What follows belongs to an exercise in optimizing a design on an open flow for small area; a production flow would make more cautious choices.
In this exercise RTL edits were held to simulation tests only and were not proved equivalent to the original.
Power is estimated from default activity; no workload was simulated.

// regfile_mp
module regfile_mp #(
  parameter int                DATA_W      = regfile_pkg::RF_DATA_W,
  parameter int                ADDR_W      = regfile_pkg::RF_ADDR_W,
  parameter int                NUM_RD      = 2,
  parameter logic [NUM_RD-1:0] RD_REG_MASK = 2'b10,
  parameter bit                ZERO_REG    = 1'b1
) (
  input  logic                     clk,
  input  logic                     rst,
  input  logic                     write_enable,
  input  logic [ADDR_W-1:0]        addr_w,
  input  logic [DATA_W-1:0]        data_w,
  input  logic [NUM_RD*ADDR_W-1:0] addr_r,
  output logic [NUM_RD*DATA_W-1:0] data_r,
  output logic                     init_busy
);
Settings: LEC_CHECK=0, CAP_MARGIN=20, CELL_PAD_IN_SITES_DETAIL_PLACEMENT=1, CELL_PAD_IN_SITES_GLOBAL_PLACEMENT=1, CORE_MARGIN=2, CORE_UTILIZATION=30, PLACE_DENSITY=0.5, SLEW_MARGIN=20, SYNTH_HIERARCHICAL=1; clock period 7.0 ns.
standard.sh (not shown) runs the stock make flow with config.mk's settings and CLKGATE_MAP_FILE= SYNTH_SCRIPT=/design/flow/synth_recipe.tcl, a recipe that flattens the netlist after the stock synthesis.
==> flow/flow/run.sh <==
#!/bin/bash
# Standard ORFS layout with two changes: the clock tree uses larger sink
# clusters and no dummy loads, and the port buffers are buf_1.
set -euo pipefail
export CTS_ARGS="-sink_clustering_enable -repair_clock_nets -dont_use_dummy_load -buf_list sky130_fd_sc_hd__clkbuf_8 -sink_clustering_size 14 -sink_clustering_max_diameter 70"
export BUFFER_PORTS_ARGS="-buffer_cell sky130_fd_sc_hd__buf_1"
bash standard.sh > standard_flow.log 2>&1
Change:
==> flow/run.sh (new file) <==
#!/bin/bash
# synth_recipe.tcl (not shown) runs the flow's synth.tcl, then flattens the netlist and writes it again
# the make line also repeats each setting of config.mk as NAME=value (left out here)
make -C /OpenROAD-flow-scripts/flow DESIGN_CONFIG=/design/flow/config.mk WORK_HOME=/design/flow/orfs CLKGATE_MAP_FILE= SYNTH_SCRIPT=/design/flow/synth_recipe.tcl finish
--- a/flow/config.mk
+++ b/flow/config.mk
@@ -11,5 +11,6 @@
 export CORE_MARGIN = 2
 export CORE_UTILIZATION = 30
-export PLACE_DENSITY = 0.5
+export CTS_BUF_LIST = sky130_fd_sc_hd__clkbuf_4
+export PLACE_DENSITY = 0.4
 export SLEW_MARGIN = 20
 export SYNTH_HIERARCHICAL = 1
removed: flow/flow/run.sh
removed: flow/standard.sh
What happened: Area after synthesis stays the same. Cell count rose by roughly a tenth. Wire length went up by roughly a tenth. Cell area grows by a little under a tenth. Global-route usage went up by 3.5 points. Hold slack hardly moves. Power grows by a quarter to a third. Sequential cell count does not change. Sequential power stays flat. Clock power goes up by well over a third.
Change:
==> flow/flow/run.sh (new file) <==
#!/bin/bash
# Standard ORFS layout with two changes: the clock tree uses larger sink
# clusters and no dummy loads, and the port buffers are buf_1.
set -euo pipefail
export CTS_ARGS="-sink_clustering_enable -repair_clock_nets -dont_use_dummy_load -buf_list sky130_fd_sc_hd__clkbuf_8 -sink_clustering_size 14 -sink_clustering_max_diameter 70"
export BUFFER_PORTS_ARGS="-buffer_cell sky130_fd_sc_hd__buf_1"
bash standard.sh > standard_flow.log 2>&1
==> flow/standard.sh (new file) <==
#!/bin/bash
# synth_recipe.tcl (not shown) runs the flow's synth.tcl, then flattens the netlist and writes it again
# the make line also repeats each setting of config.mk as NAME=value (left out here)
make -C /OpenROAD-flow-scripts/flow DESIGN_CONFIG=/design/flow/config.mk WORK_HOME=/design/flow/orfs CLKGATE_MAP_FILE= SYNTH_SCRIPT=/design/flow/synth_recipe.tcl "${@:-finish}"
--- a/flow/config.mk
+++ b/flow/config.mk
@@ -11,6 +11,5 @@
 export CORE_MARGIN = 2
 export CORE_UTILIZATION = 30
-export CTS_BUF_LIST = sky130_fd_sc_hd__clkbuf_4
-export PLACE_DENSITY = 0.4
+export PLACE_DENSITY = 0.45
 export SLEW_MARGIN = 20
 export SYNTH_HIERARCHICAL = 1
removed: flow/run.sh
Outcome: Sequential share of layout area goes up by 3.2 points; global-route usage is lower by 2.2 points; wire length shrinks by 5.7%; total power is lower by 20%; die area is unchanged; sequential power barely changes.

The RTL this note starts from:
==> flow/design.v <==
package regfile_pkg;
  typedef enum logic {
    RF_CLEAR = 1'b0,
    RF_READY = 1'b1
  } rf_state_t;
  localparam int RF_DATA_W = 32;
  localparam int RF_ADDR_W = 5;
endpackage
module regfile_aoi3 (
  input  logic [2:0] sel_i,
  input  logic [2:0] val_i,
  output logic       y_n
);
  assign y_n = !(|(sel_i & val_i));
endmodule
module regfile_rd_bit (
  input  logic [30:0] sel_i,
  input  logic [30:0] val_i,
  output logic        data_o
);
  logic [10:0] t_n;
  for (genvar g = 0; g < 10; g++) begin : g_aoi
    regfile_aoi3 u_aoi (.sel_i(sel_i[3*g +: 3]), .val_i(val_i[3*g +: 3]), .y_n(t_n[g]));
  end
  assign t_n[10] = !(sel_i[30] && val_i[30]);
  assign data_o  = !(&t_n);
endmodule
module regfile_cell (
  input  logic clk,
  input  logic en,
  input  logic en_n,
  input  logic d,
  output logic q
);
  always_ff @(posedge clk) q <= (d && en) || (q && en_n);
endmodule
module regfile_row (
  input  logic        clk,
  input  logic        en,
  input  logic        en_n,
  input  logic [31:0] d,
  output logic [31:0] q
);
  for (genvar b = 0; b < 32; b++) begin : g_bit
    regfile_cell u_cell (.clk(clk), .en(en), .en_n(en_n), .d(d[b]), .q(q[b]));
  end
endmodule
module regfile_mp #(
  parameter int                DATA_W      = regfile_pkg::RF_DATA_W,
  parameter int                ADDR_W      = regfile_pkg::RF_ADDR_W,
  parameter int                NUM_RD      = 2,
  parameter logic [NUM_RD-1:0] RD_REG_MASK = 2'b10,
  parameter bit                ZERO_REG    = 1'b1
) (
  input  logic                     clk,
  input  logic                     rst,
  input  logic                     write_enable,
  input  logic [ADDR_W-1:0]        addr_w,
  input  logic [DATA_W-1:0]        data_w,
  input  logic [NUM_RD*ADDR_W-1:0] addr_r,
  output logic [NUM_RD*DATA_W-1:0] data_r,
  output logic                     init_busy
);
  logic       busy_q;
  logic [4:0] ptr_q;
  always_ff @(posedge clk) begin
    if (rst) begin
      busy_q <= 1'b1;
      ptr_q  <= '0;
    end else if (busy_q) begin
      ptr_q <= ptr_q + 1'b1;
      if (ptr_q == 5'd31) busy_q <= 1'b0;
    end
  end
  assign init_busy = busy_q;
  logic       wr, act;
  logic [4:0] row_a;
  assign wr    = !rst && !busy_q && write_enable;
  assign act   = !rst && (busy_q || write_enable);
  assign row_a = busy_q ? ptr_q : addr_w;
  logic [31:0] q [1:31];
  logic [30:0] sel0, sel1;
  for (genvar r = 1; r < 32; r++) begin : g_row
    logic hit;
    assign hit = (row_a == 5'(r));
    regfile_row u_row (
      .clk  (clk),
      .en   (wr && hit),
      .en_n (!(act && hit)),
      .d    (data_w),
      .q    (q[r])
    );
    assign sel0[r-1] = !busy_q && (addr_r[4:0] == 5'(r));
    assign sel1[r-1] = !busy_q && !rst && (addr_r[9:5] == 5'(r));
  end
  logic [31:0] rd0, rd1, rd1_q;
  for (genvar b = 0; b < 32; b++) begin : g_bit
    logic [30:0] col;
    for (genvar r = 1; r < 32; r++) begin : g_col
      assign col[r-1] = q[r][b];
    end
    regfile_rd_bit u_rd0 (.sel_i(sel0), .val_i(col), .data_o(rd0[b]));
    regfile_rd_bit u_rd1 (.sel_i(sel1), .val_i(col), .data_o(rd1[b]));
  end
  always_ff @(posedge clk) rd1_q <= rd1;
  assign data_r = {rd1_q, rd0};
endmodule
export LEC_CHECK = 0
export CAP_MARGIN = 20
export CELL_PAD_IN_SITES_DETAIL_PLACEMENT = 1
export CELL_PAD_IN_SITES_GLOBAL_PLACEMENT = 1
export CORE_MARGIN = 2
export CORE_UTILIZATION = 30
export PLACE_DENSITY = 0.4
export SLEW_MARGIN = 20
export SYNTH_HIERARCHICAL = 1
create_clock -name core_clock -period 7.0 [get_ports {clk}]
==> flow/flow/run.sh <==
#!/bin/bash
# Standard ORFS layout with two changes: the clock tree uses larger sink
# clusters and no dummy loads, and the port buffers are buf_1.
set -euo pipefail
export CTS_ARGS="-sink_clustering_enable -repair_clock_nets -dont_use_dummy_load -buf_list sky130_fd_sc_hd__clkbuf_8 -sink_clustering_size 14 -sink_clustering_max_diameter 70"
export BUFFER_PORTS_ARGS="-buffer_cell sky130_fd_sc_hd__buf_1"
bash standard.sh > standard_flow.log 2>&1
Edit:
--- a/flow/flow/run.sh
+++ b/flow/flow/run.sh
@@ -5 +5 @@
-export CTS_ARGS="-sink_clustering_enable -repair_clock_nets -dont_use_dummy_load -buf_list sky130_fd_sc_hd__clkbuf_8 -sink_clustering_size 14 -sink_clustering_max_diameter 70"
+export CTS_ARGS="-sink_clustering_enable -repair_clock_nets -dont_use_dummy_load -buf_list sky130_fd_sc_hd__clkbuf_16 -sink_clustering_size 20 -sink_clustering_max_diameter 100"
- CORE_UTILIZATION: 30 -> 35
- PLACE_DENSITY: 0.4 -> 0.45
Effect: The changed run completed with no timing, DRC or antenna violations. Power increases by 1.6%. Sequential cell count is unchanged. Cell area went down by 0.52%. Synthesized cell count is unchanged. Clock skew barely changes. Critical path depth stays the same. Setup slack gains 0.023 ns. Clock power rose by about 5%.

-- separate check: timing with driven ports --
No port has a modelled driver above. Below, the same layouts with a new extraction and two added sets of constraints.
Step 1 sets driving cells, clkbuf_16 on the clock port and buf_2 on the other inputs (assumed; they add their load-dependent delay and slew).
Step 2 adds t to the input delays and takes it off the output delays; t is the mean of the earliest and latest rising clock arrival at the registers after step 1. Input paths then give back, and output paths get back, about the clock's delay inside the block.
Three values: no drivers, after step 1, after step 2; two values: the first two.
| run | shift t [ns] | slack for setup (ns) | hold slack, ns |
|---|---|---|---|
| the first run of note 1 | 0.864 | 1.066 / 1.007 / 1.007 | 0.504 / 0.504 / 0.504 |
| the second run of note 1 | 1.346 | 0.463 / 0.440 / 0.440 | 0.502 / 0.502 / 0.502 |
| the third run of note 1 | 0.875 | 0.763 / 0.736 / 0.736 | 0.507 / 0.507 / 0.507 |
| the first run of note 2 | 0.879 | 0.853 / 0.769 / 0.769 | 0.503 / 0.503 / 0.503 |
| the second run of note 2 | 0.764 | 0.875 / 0.846 / 0.846 | 0.508 / 0.508 / 0.508 |
After both steps setup and hold are still met in every run listed. For the first run of note 2, which loses most, drivers alone change the setup slack by -0.084 ns; drivers and shift together by -0.084 ns.
